Context: an optimization exercise on an open-source flow, tuned for small area and a short achievable clock period. The choices shown serve that exercise and are no tape-out recipe.
No functional check of the RTL was part of any run shown here.
Power is estimated from default activity; no workload was simulated.

`design/flow/constraint.sdc`:
```
create_clock -name core_clock -period 4.0 [get_ports {i_clk}]
set_input_delay 0.8000 -clock core_clock [delete_from_list [all_inputs] [get_ports {i_clk}]]
set_output_delay 0.8000 -clock core_clock [all_outputs]
set_load 0.01 [all_outputs]
```
`design/flow/config.mk`:
```
export PLATFORM = sky130hd
export DESIGN_NAME = beam_topk_sort
export DESIGN_NICKNAME = beam_topk_sort
export VERILOG_FILES = /design/flow/design.v
export SDC_FILE = /design/flow/constraint.sdc
export NUM_CORES = 4
export LEC_CHECK = 0
export CAP_MARGIN = 20
export CORE_MARGIN = 2
export CORE_UTILIZATION = 45
export SETUP_SLACK_MARGIN = 1.7
export SLEW_MARGIN = 20
```
`design/flow/flow/run.sh`:
```
#!/bin/bash
set -euo pipefail
bash standard.sh BUFFER_PORTS_ARGS="-buffer_cell sky130_fd_sc_hd__buf_2" finish > standard_flow.log 2>&1
```
`design/flow/standard.sh`:
```
#!/bin/bash
# synth_recipe.tcl (not shown) runs the flow's synth.tcl, then flattens the netlist and writes it again
# the make line also repeats each setting of config.mk as NAME=value (left out here)
make -C /OpenROAD-flow-scripts/flow DESIGN_CONFIG=/design/flow/config.mk WORK_HOME=/design/flow/orfs CLKGATE_MAP_FILE= SYNTH_SCRIPT=/design/flow/synth_recipe.tcl "${@:-finish}"
```
`design/flow/design.v`:
```
module beam_topk_sort #(
    parameter int NBEAM_IN = 64,
    parameter int BEAM     = 16,
    parameter int PWR_W    = 32
) (
    input  logic                        i_clk,
    input  logic                        i_reset_n,
    input  logic                        i_pwr_vld,
    input  logic                        i_pwr_sop,
    input  logic [PWR_W-1:0]            i_pwr_data,
    output logic [BEAM-1:0][7:0]        o_beam_idx,
    output logic [BEAM-1:0][PWR_W-1:0]  o_beam_pwr,
    output logic                        o_rbg_load,
    output logic                        o_busy,
    output logic                        o_err_sop
);
    localparam int IW = 6;                        
    localparam logic [IW-1:0] CNT_LAST_C = IW'(NBEAM_IN - 1);
    localparam int HW = PWR_W / 2;               
    logic            collect_r;      
    logic            flush_r;        
    logic [IW-1:0]   last_r;         
    logic            rbg_load_r;
    logic            err_sop_r;
    logic start_s, beam_s, take_s, acc_s;
    assign start_s = i_pwr_vld &  i_pwr_sop;
    assign beam_s  = i_pwr_vld & ~i_pwr_sop;
    assign take_s  = beam_s & collect_r;          
    assign acc_s   = start_s | take_s;            
    always_ff @(posedge i_clk) begin
        if (!i_reset_n) begin
            collect_r  <= 1'b0;
            flush_r    <= 1'b0;
            last_r     <= '0;
            rbg_load_r <= 1'b0;
            err_sop_r  <= 1'b0;
        end else begin
            rbg_load_r <= flush_r;
            err_sop_r  <= (start_s & collect_r) | (beam_s & ~collect_r);
            if (start_s) begin
                collect_r <= 1'b1;
                flush_r   <= 1'b0;
                last_r    <= '0;
            end else if (take_s) begin
                last_r    <= last_r + IW'(1);
                if (last_r == CNT_LAST_C - IW'(1)) begin
                    collect_r <= 1'b0;
                    flush_r   <= 1'b1;
                end else begin
                    flush_r   <= 1'b0;
                end
            end else begin
                flush_r   <= 1'b0;
            end
        end
    end
    logic [BEAM-1:0][PWR_W-1:0] list_pwr_r;
    logic [BEAM-1:0][IW-1:0]    list_idx_r;
    logic [BEAM-1:0]            list_vld_r;   
    logic [PWR_W-1:0]           smp_pwr_r;    
    logic                       smp_acc_r;    
    logic [BEAM-1:0]            ge_r;         
    logic [BEAM:0]              hi_gt_r, hi_eq_r, lo_ge_r;
    logic [BEAM:0][PWR_W-1:0]   cmp_a_s;
    always_comb begin
        for (int i = 0; i < BEAM; i++)
            cmp_a_s[i] = list_pwr_r[i];
        cmp_a_s[BEAM] = smp_pwr_r;
    end
    always_ff @(posedge i_clk) begin
        for (int i = 0; i <= BEAM; i++) begin
            hi_gt_r[i] <= cmp_a_s[i][PWR_W-1:HW] >  i_pwr_data[PWR_W-1:HW];
            hi_eq_r[i] <= cmp_a_s[i][PWR_W-1:HW] == i_pwr_data[PWR_W-1:HW];
            lo_ge_r[i] <= cmp_a_s[i][HW-1:0]     >= i_pwr_data[HW-1:0];
        end
    end
    logic [BEAM:0]   cmp_s;           
    logic [BEAM-1:0] ge_s;            
    always_comb begin
        for (int i = 0; i <= BEAM; i++)
            cmp_s[i] = hi_gt_r[i] | (hi_eq_r[i] & lo_ge_r[i]);
        for (int i = 0; i < BEAM; i++) begin
            if (ge_r[i])
                ge_s[i] = cmp_s[i];
            else if (i == 0 || ge_r[(i == 0) ? 0 : i-1])
                ge_s[i] = cmp_s[BEAM];
            else
                ge_s[i] = cmp_s[(i == 0) ? 0 : i-1];
            ge_s[i] = ~smp_acc_r | (list_vld_r[i] & ge_s[i]);
        end
    end
    logic [BEAM-1:0][PWR_W-1:0] ins_pwr_s;
    logic [BEAM-1:0][IW-1:0]    ins_idx_s;
    logic [BEAM-1:0]            ins_vld_s;
    always_comb begin
        for (int i = 0; i < BEAM; i++) begin
            if (ge_s[i]) begin
                ins_pwr_s[i] = list_pwr_r[i];
                ins_idx_s[i] = list_idx_r[i];
            end else if (i == 0 || ge_s[(i == 0) ? 0 : i-1]) begin
                ins_pwr_s[i] = smp_pwr_r;
                ins_idx_s[i] = last_r;
            end else begin
                ins_pwr_s[i] = list_pwr_r[(i == 0) ? 0 : i-1];
                ins_idx_s[i] = list_idx_r[(i == 0) ? 0 : i-1];
            end
        end
        if (start_s)
            ins_vld_s = '0;
        else if (ge_s[BEAM-1])
            ins_vld_s = list_vld_r;
        else
            ins_vld_s = {list_vld_r[BEAM-2:0], 1'b1};
    end
    always_ff @(posedge i_clk) begin
        list_pwr_r <= ins_pwr_s;
        list_idx_r <= ins_idx_s;
        list_vld_r <= ins_vld_s;
        smp_pwr_r  <= i_pwr_data;
        smp_acc_r  <= acc_s;
        ge_r       <= ge_s;
    end
    logic [BEAM-1:0][IW-1:0]    beam_idx_r;
    logic [BEAM-1:0][PWR_W-1:0] beam_pwr_r;
    always_ff @(posedge i_clk) begin
        if (!i_reset_n) begin
            for (int i = 0; i < BEAM; i++)
                beam_idx_r[i] <= IW'(i);
            beam_pwr_r <= '0;
        end else if (flush_r) begin
            beam_idx_r <= ins_idx_s;
            beam_pwr_r <= ins_pwr_s;
        end
    end
    always_comb begin
        for (int i = 0; i < BEAM; i++)
            o_beam_idx[i] = {{(8-IW){1'b0}}, beam_idx_r[i]};
    end
    assign o_beam_pwr = beam_pwr_r;
    assign o_rbg_load = rbg_load_r;
    assign o_busy     = collect_r;
    assign o_err_sop  = err_sop_r;
endmodule
```
==> results of run 1 <==
-- per-layer routing --
layer  part of all wire, %  global-route usage (%)  vias to the layer above
met5                 0.016                       0                        -
met4                   6.5                    21.8                        8
met3                    11                    8.44                      730
met2                    41                    55.0                     4049
met1                    41                    52.7                    30700
li1                      -                       -                    27800
-- repair_timing --
action | CTS | global route
hold buffers | 0 | 0
resized for setup | 87 | 46
pin swaps | 17 | 9
gates cloned | 9 | 3
endpoints found under the setup margin | 1092 | 378
buffers inserted | 46 | 15
-- stage by stage --
step                      worst slack [ps]  instances  hold slack [ps]  power, mW  util, %
after floorplan                       1650       7261              426       25.0        -
after global placement                 585       9338              435       29.0     48.7
after detailed placement               440       9338              443       29.3     48.7
after CTS                             1690       9669             85.4       43.5     52.9
after global routing                  1630       9688              109       45.9     53.1
final                                 1640       9690              126       44.0     53.1
-- cell families (layout without fill, tap and decap cells) --
family / count (synthesis) / in the layout / share of synthesized area, %
fa+ha+maj: 546 / 546 / 10.4
flops: 1342 / 1342 / 41.1
mux: 604 / 604 / 9.31
xor+xnor: 6 / 6 / 0.0803
simple gates: 2159 / 2164 / 15.2
buf+inv: 762 / 1281 / 5.14
compound gates: 1810 / 1810 / 18.7
other cells: 1 / 34 / 0.00573
-- final cells by class --
cell class                 count  area share, %
clock buffer                 221           5.81
antenna                        2        0.00654
inverter                     130          0.690
sequential                  1342           35.2
tap                         1903           3.11
clock inverter                55          0.713
timing repair buffer         875           7.67
multi-input combinational   5162           46.8
-- cell usage after synthesis, types with 26 or more instances --
| cell | instances |
|---|---|
| dfxtp_1 | 1342 |
| o21ai_1 | 33 |
| nand3_1 | 988 |
| o211ai_1 | 49 |
| a21oi_1 | 706 |
| a31oi_1 | 46 |
| o21ai_0 | 202 |
| a22oi_1 | 34 |
| nand3b_1 | 26 |
| mux2i_1 | 569 |
| a21o_1 | 71 |
| o221ai_1 | 493 |
| nand2_1 | 230 |
| buf_1 | 29 |
| inv_1 | 127 |
| buf_2 | 114 |
| clkbuf_1 | 416 |
| a211oi_1 | 27 |
| mux2_2 | 29 |
| buf_4 | 51 |
| nor3_1 | 69 |
| nor2_1 | 704 |
| o21ba_2 | 36 |
| ha_1 | 546 |
| nand4_1 | 53 |
-- registers in the layout (all words and copies together) (netlist names), 16 cells and up --
name and cells:
smp_pwr_r 32, hi_gt_r 17, list_idx_r 96, beam_idx_r 96, lo_ge_r 17, list_vld_r 16
hi_eq_r 17, ge_r 16, beam_pwr_r 512, list_pwr_r 512
-- power breakdown --
| group | total, mW | leakage [nW] | internal, mW | switching (mW) |
|---|---|---|---|---|
| logic | 10.4 | 21.4 | 4.14 | 6.23 |
| registers | 19.4 | 11.0 | 15.8 | 3.60 |
| clock network | 14.3 | 2.45 | 8.18 | 6.08 |
-- cell usage in the layout (no fill, tap or decap), types with 12 or more instances in the layout --
master,Yosys,layout
clkbuf_1,416,35
o21ai_0,202,202
a211o_1,24,24
a22oi_1,34,34
clkbuf_16,0,160
mux2i_2,0,25
nand3_1,988,988
and4_1,16,16
a2111oi_4,10,13
inv_1,127,120
nand2_1,230,229
buf_6,21,12
mux2_2,29,29
dfxtp_1,1342,1313
clkbuf_8,0,30
a211oi_1,27,23
dfxtp_2,0,27
o221ai_1,493,493
nor2_1,704,690
buf_12,0,46
buf_8,1,12
ha_1,546,546
clkinv_2,0,30
nand4_1,53,53
o211ai_1,49,49
buf_2,114,645
o21ai_1,33,33
nand3b_1,26,26
and3_1,21,21
a21oi_1,706,705
buf_4,51,150
nor3_1,69,64
mux2i_1,569,540
a31oi_1,46,45
clkinvlp_4,0,12
o21ba_2,36,36
nor2_4,0,17
a21o_1,71,71
conb_1,1,32
-- how the worst max path moves through the flow --
stage | start | cells past startpoint | to
finish | lo_ge_r[16]$_DFF_P_ | 7 | beam_pwr_r[447]$_SDFFE_PN0P_
global route | hi_eq_r[16]$_DFF_P_ | 8 | beam_pwr_r[345]$_SDFFE_PN0P_
CTS | lo_ge_r[0]$_DFF_P_ | 6 | beam_pwr_r[10]$_SDFFE_PN0P_
detailed placement | i_pwr_data[26] | 8 | hi_gt_r[8]$_DFF_P_
global placement | i_pwr_data[26] | 8 | hi_gt_r[11]$_DFF_P_
floorplan | i_pwr_data[9] | 7 | lo_ge_r[0]$_DFF_P_
==> flow_metrics.env, run 1 <==
export IMPL_relSlewSlack_pct=13.5
export IMPL_worst_pin_slew_ps=1300
export IMPL_synth_top_cell_by_area="dfxtp_1"
export IMPL_slowest_stage="a2111oi_4"
export IMPL_die_h_um=385
export IMPL_grt_pass1_wl_um=413000
export IMPL_grt_usage_pct=38.3
export IMPL_fin_crit_ps=2360
export IMPL_ant_nets=0
export IMPL_syn_cell_area_mm2=0.0654
export IMPL_final_setup_viol_count=0
export IMPL_yosys_warnings=1
export IMPL_wl_per_cell_um=30.8
export IMPL_path_cells="a21oi_4, buf_8, a2111oi_4, nor2_4, buf_4, mux2i_1, o221ai_1"
export IMPL_synth_edf_count=0
export IMPL_area_growth_pct=17.0
export IMPL_num_vias=63200
export IMPL_drt_iter0_drc=8343
export IMPL_initial_core_util_pct=45.4
export IMPL_viasPerCell=6.53
export IMPL_crit_required_ps=4630
export IMPL_hold_end="smp_pwr_r[18]$_DFF_P_"
export IMPL_drive_gt1_share_pct=16.8
export IMPL_hold_depth=1
export IMPL_rsz0062_at_grt="true"
export IMPL_die_area_mm2=0.148
export IMPL_max_freq_mhz=424
export IMPL_core_mm2=0.144
export IMPL_drv_slew=0
export IMPL_skew_ps=37.3
export IMPL_fin_tns_setup_ps=0
export IMPL_rr_startpoint="lo_ge_r[16]$_DFF_P_"
export IMPL_clk_pin_slew_ps=60
export IMPL_yosys_most_used_dff="dfxtp_1"
export IMPL_grt_pass1_vias=56700
export IMPL_io_pins=679
export IMPL_yosysUniqueCellTypes=64
export IMPL_htree_num_levels=4
export IMPL_p_per_area_mw_per_mm2=575
export IMPL_insertion_delay_ps=810
export IMPL_start_kind="flip-flop"
export IMPL_hold_start="i_pwr_data[18]"
export IMPL_multi_input_area_mm2=0.0358
export IMPL_ys_ff_latch=1342
export IMPL_postSynth_asyncResetShare_pct=0
export IMPL_cp_data_arrival_time_ps=2990
export IMPL_cpPeakStageDelay_ps=530
export IMPL_cts_tree="done"
export IMPL_r2r_setup_slack_ps=1640
export IMPL_post_dp_hpwl_um=196000
export IMPL_drc=0
export IMPL_synth_area_per_cell_um2=9.05
export IMPL_cts_root_buf="clkbuf_16"
export IMPL_cp_max_fo=9
export IMPL_cap_violations=0
export IMPL_place_area_mm2=0.0702
export IMPL_rows=139
export IMPL_synthCells=7230
export IMPL_synthTopCellsByArea="dfxtp_1 (41%), ha_1 (10%), mux2i_1 (8.7%), nand3_1 (7.6%), o221ai_1 (6.6%)"
export IMPL_critPathCaptureType="flip-flop"
export IMPL_clock_path_buffers=3
export IMPL_synth_top_area_share_pct=41.1
export IMPL_hold_viol=0
export IMPL_numPortBuffers=646
export IMPL_rr_worst_depth=7
export IMPL_dr_pass1_iters=7
export IMPL_fin_crit_sh_pct=59.0
export IMPL_status="complete, no violations"
export IMPL_numCtsBuffers=151
export IMPL_grt_max_degree=213
export IMPL_crit_family="compound AO/OA/AOI/OAI gates"
export IMPL_power_leakage_nw=34.9
export IMPL_peakVddDrop_mv=0.425
export IMPL_gp_congestion=0.909
export IMPL_regArea_mm2=0.0269
export IMPL_crit_type="reg -> reg"
export IMPL_fin_area_mm2=0.0765
export IMPL_grt_remaining_overflow=0
export IMPL_rr_endpoint="beam_pwr_r[447]$_SDFFE_PN0P_"
export IMPL_n_fill_cell=13300
export IMPL_antenna_found_initial=22
export IMPL_crit_buf_inv=2
export IMPL_die_w_um=385
export IMPL_nets=8244
export IMPL_seq_area_frac_synth_pct=41.1
export IMPL_hold_path_class="in -> reg"
export IMPL_routed_wirelength_um=299000
export IMPL_cts_sinks=1342
==> inputs of run 2 (changes only) <==
--- a/design/flow/config.mk
+++ b/design/flow/config.mk
@@ -9,4 +9,4 @@
 export CORE_MARGIN = 2
 export CORE_UTILIZATION = 45
-export SETUP_SLACK_MARGIN = 1.7
+export SETUP_SLACK_MARGIN = 2.0
 export SLEW_MARGIN = 20
==> flow_metrics.env, run 2 <==
export IMPL_synthCells=7230
export IMPL_numCtsBuffers=152
export IMPL_crit_family="buffers and inverters"
export IMPL_synthSimpleGateAreaFrac_pct=15.2
export IMPL_grt_pass1_vias=66800
export IMPL_hold_path_class="in -> reg"
export IMPL_synthMuxAreaShare_pct=9.31
export IMPL_drv_slew=0
export IMPL_layout_common_cells="nand3_1 (988), buf_6 (731), dfxtp_1 (703)"
export IMPL_crit_type="reg -> reg"
export IMPL_skew_ps=33.0
export IMPL_layout_commonest_cell="nand3_1"
export IMPL_max_freq_mhz=402
export IMPL_seq_area_frac_synth_pct=41.1
export IMPL_numPortBuffers=646
export IMPL_insertion_delay_ps=860
export IMPL_yosys_most_used_dff="dfxtp_1"
export IMPL_cpPeakStageDelay_ps=360
export IMPL_synth_top_cell_by_area="dfxtp_1"
export IMPL_antenna_found_initial=14
export IMPL_area_growth_pct=62.3
export IMPL_place_inst=9355
export IMPL_synth_top_area_share_pct=41.1
export IMPL_cap_violations=0
export IMPL_final_cells=10300
export IMPL_reg_top3="beam_pwr_r x512, list_pwr_r x512"
export IMPL_fin_crit_ps=2480
export IMPL_synth_xor_area_share_pct=0.0803
export IMPL_rsz0062_at_grt="true"
export IMPL_synthTopCellsByCount="dfxtp_1 (1,342), nand3_1 (988), a21oi_1 (706)"
export IMPL_hold_depth=1
export IMPL_postSynth_asyncResetShare_pct=0
export IMPL_setup_ws_ps=1520
export IMPL_crit_required_ps=4690
export IMPL_yosys_warnings=1
export IMPL_synthTopCellsByArea="dfxtp_1 (41%), ha_1 (10%), mux2i_1 (8.7%), nand3_1 (7.6%), o221ai_1 (6.6%)"
export IMPL_synth_area_per_cell_um2=9.05
export IMPL_n_fill_cell=8771
export IMPL_fin_crit_sh_pct=62.1
export IMPL_viasPerCell=7.24
export IMPL_slowest_stage="dfxtp_2"
export IMPL_synth_compound_area_share_pct=18.7
export IMPL_dr_pass1_iters=10
export IMPL_die_w_um=385
export IMPL_final_setup_viol_count=0
export IMPL_rows=139
export IMPL_path_depth=13
export IMPL_wl_per_cell_um=38.0
export IMPL_drt_iter0_drc=11700
export IMPL_cts_root_buf="clkbuf_16"
export IMPL_gp_congestion=0.922
export IMPL_ys_ff_latch=1342
export IMPL_hold_buffers=0
export IMPL_rr_startpoint="lo_ge_r[16]$_DFF_P_"
export IMPL_critPathLaunch="lo_ge_r[16]$_DFF_P_"
export IMPL_grt_pass1_wl_um=498000
export IMPL_relSlewSlack_pct=4.77
export IMPL_rr_worst_depth=13
export IMPL_rr_endpoint="beam_idx_r[66]$_SDFFE_PN1P_"
export IMPL_crit_buf_inv=8
export IMPL_drive_gt1_share_pct=49.0
export IMPL_holdWs_ps=74.9
export IMPL_cts_sinks=1342
export IMPL_ant_nets=0
export IMPL_routed_wirelength_um=391000
export IMPL_num_vias=74600
export IMPL_dp_slack_ps=635
export IMPL_r2r_setup_slack_ps=1520
export IMPL_fin_tns_setup_ps=0
export IMPL_core_mm2=0.144
export IMPL_peakVddDrop_mv=0.395
export IMPL_post_dp_hpwl_um=198000
export IMPL_drc=0
export IMPL_power_leakage_nw=40.9
export IMPL_synth_most_common_cell="dfxtp_1"
export IMPL_cts_tree="done"
export IMPL_initial_core_util_pct=45.4
export IMPL_die_area_mm2=0.148
export IMPL_synth_edf_count=0
export IMPL_yosysUniqueCellTypes=64
export IMPL_clk_pin_slew_ps=60
export IMPL_die_h_um=385
export IMPL_synth_top_family_by_area="compound AO/OA/AOI/OAI gates"
export IMPL_status="complete, no violations"
export IMPL_cp_data_arrival_time_ps=3180
export IMPL_critPathCaptureType="flip-flop"
export IMPL_path_cells="a21oi_4, buf_12, buf_12, buf_12, a2111oi_4, buf_4, nor2_4, buf_12, buf_16, buf_12, buf_12, mux2i_4, a31oi_2"
export IMPL_grt_max_degree=208
export IMPL_synth_adder_area_share_pct=10.4
export IMPL_hold_viol=0
export IMPL_p_per_area_mw_per_mm2=491
export IMPL_start_kind="flip-flop"
export IMPL_grt_usage_pct=46.7
export IMPL_syn_cell_area_mm2=0.0654
export IMPL_crit_top_cell="buf_12"
export IMPL_io_pins=679
export IMPL_grt_remaining_overflow=0
export IMPL_crit_end="beam_idx_r[66]$_SDFFE_PN1P_"
export IMPL_nets=8840
export IMPL_worst_pin_slew_ps=1430
export IMPL_clock_path_buffers=3
export IMPL_cp_max_fo=5
export IMPL_htree_num_levels=4
run 2: cell types whose count changed in the layout (fill, tap and decap cells not counted), sizes merged:
cell      delta
bufbuf       +3
diode       +14
clkinv       +8
clkinvlp     -1
nand2       +20
buf        +528
clkbuf      +34
bufinv       +3
nor3         -1
inv          -3
nor2         -2
nand2b       -1
run 2: timing repair:
action	4_1_cts	5_1_grt
buffers inserted	303	76
gates cloned	206	65
pin swaps	685	287
endpoints found under the setup margin	1897	1845
resized for setup	3207	1292
run 2: report_power, final:
| group | switching, mW | internal [mW] |
|---|---|---|
| Combinational | 8.75 | 7.66 |
| Sequential | 5.29 | 15.6 |
| Clock | 6.54 | 8.25 |
| Total | 20.6 | 31.5 |
run 2: worst min path at each step:
stage	slack (ps)	from	endpoint
floorplan	430	list_idx_r[94]$_DFF_P_	list_idx_r[94]$_DFF_P_
global placement	440	list_idx_r[90]$_DFF_P_	list_idx_r[90]$_DFF_P_
detailed placement	440	list_idx_r[95]$_DFF_P_	list_idx_r[95]$_DFF_P_
CTS	50	i_pwr_data[8]	smp_pwr_r[8]$_DFF_P_
global route	60	i_pwr_data[14]	smp_pwr_r[14]$_DFF_P_
finish	70	i_pwr_data[14]	smp_pwr_r[14]$_DFF_P_
run 2: final cells by class:
type	count	area (um2)	area share, %
timing repair buffer	1450	21100	19.9
timing repair inverter	4	56.3	0.0530
sequential	1342	28300	26.7
clock inverter	58	753	0.709
multi-input combinational	5178	48500	45.7
antenna	16	40.0	0.0377
tap	1903	2380	2.24
clock buffer	211	4340	4.08
inverter	130	606	0.570
run 2: per-layer routing:
layer,vias up,share of wire (%),GRT usage [%]
met5,-,0.066,0.747
met3,2348,16,16.9
li1,29200,-,-
met2,7173,39,63.9
met4,18,11,37.9
met1,35800,34,58.3
run 2: cell families (layout without fill, tap and decap cells):
family,after synthesis,in the layout
xor gates and xnor gates,6,6
buffers and inverters,762,1853
DFF,1342,1342
adders and majority gates,546,546
other,1,48
AOI/OAI and AO/OA,1810,1810
and+or+nand+nor,2159,2180
muxes,604,604
run 2: worst reg2reg max path: cells and delay by family (launching register included):
kind	cells	cell delay [ps]
AO/OA/AOI/OAI	3	540
buffers and inverters	8	1160
AND/OR/NAND/NOR	1	30
flip-flops	1	360
multiplexers	1	270
run 2: stage by stage:
step	util, %	power (mW)	instance area (um2)
6_report	73.7	52.1	106000
5_1_grt	73.7	53.3	106000
4_1_cts	67.8	47.6	97600
3_5_place_dp	49.1	29.5	70600
3_3_place_gp	49.1	29.1	70600
2_1_floorplan	-	25.1	66000

[static timing again, ports no longer ideal]
In the flow no input, the clock included, has a driving cell. The finished layouts below were timed again as built, in two steps.
Step 1, drivers: a clkbuf_16 drives i_clk and a buf_2 each remaining input, both assumed.
Step 2, shift: input delay + t, output delay - t, t = (earliest + latest rising clock arrival at the registers) / 2. This alone moves slack from input paths to output paths.
a / b / c = no drivers / after step 1 / after step 2; a / b = the first two.
| run | t (ns) | slack for setup (ns) | latest minus earliest clock arrival (ns) | worst register clock-pin slew, ns |
|---|---|---|---|---|
| run 1 | 0.873 | 1.639 / 1.625 / 0.881 | 0.038 / 0.038 | 0.07 / 0.07 |
| run 2 | 0.924 | 1.515 / 1.515 / 0.856 | 0.039 / 0.039 | 0.07 / 0.07 |
After both steps every run listed still meets setup and hold. The setup slack of run 1, which loses most, moves by -0.014 ns with the drivers and by -0.758 ns with both steps.
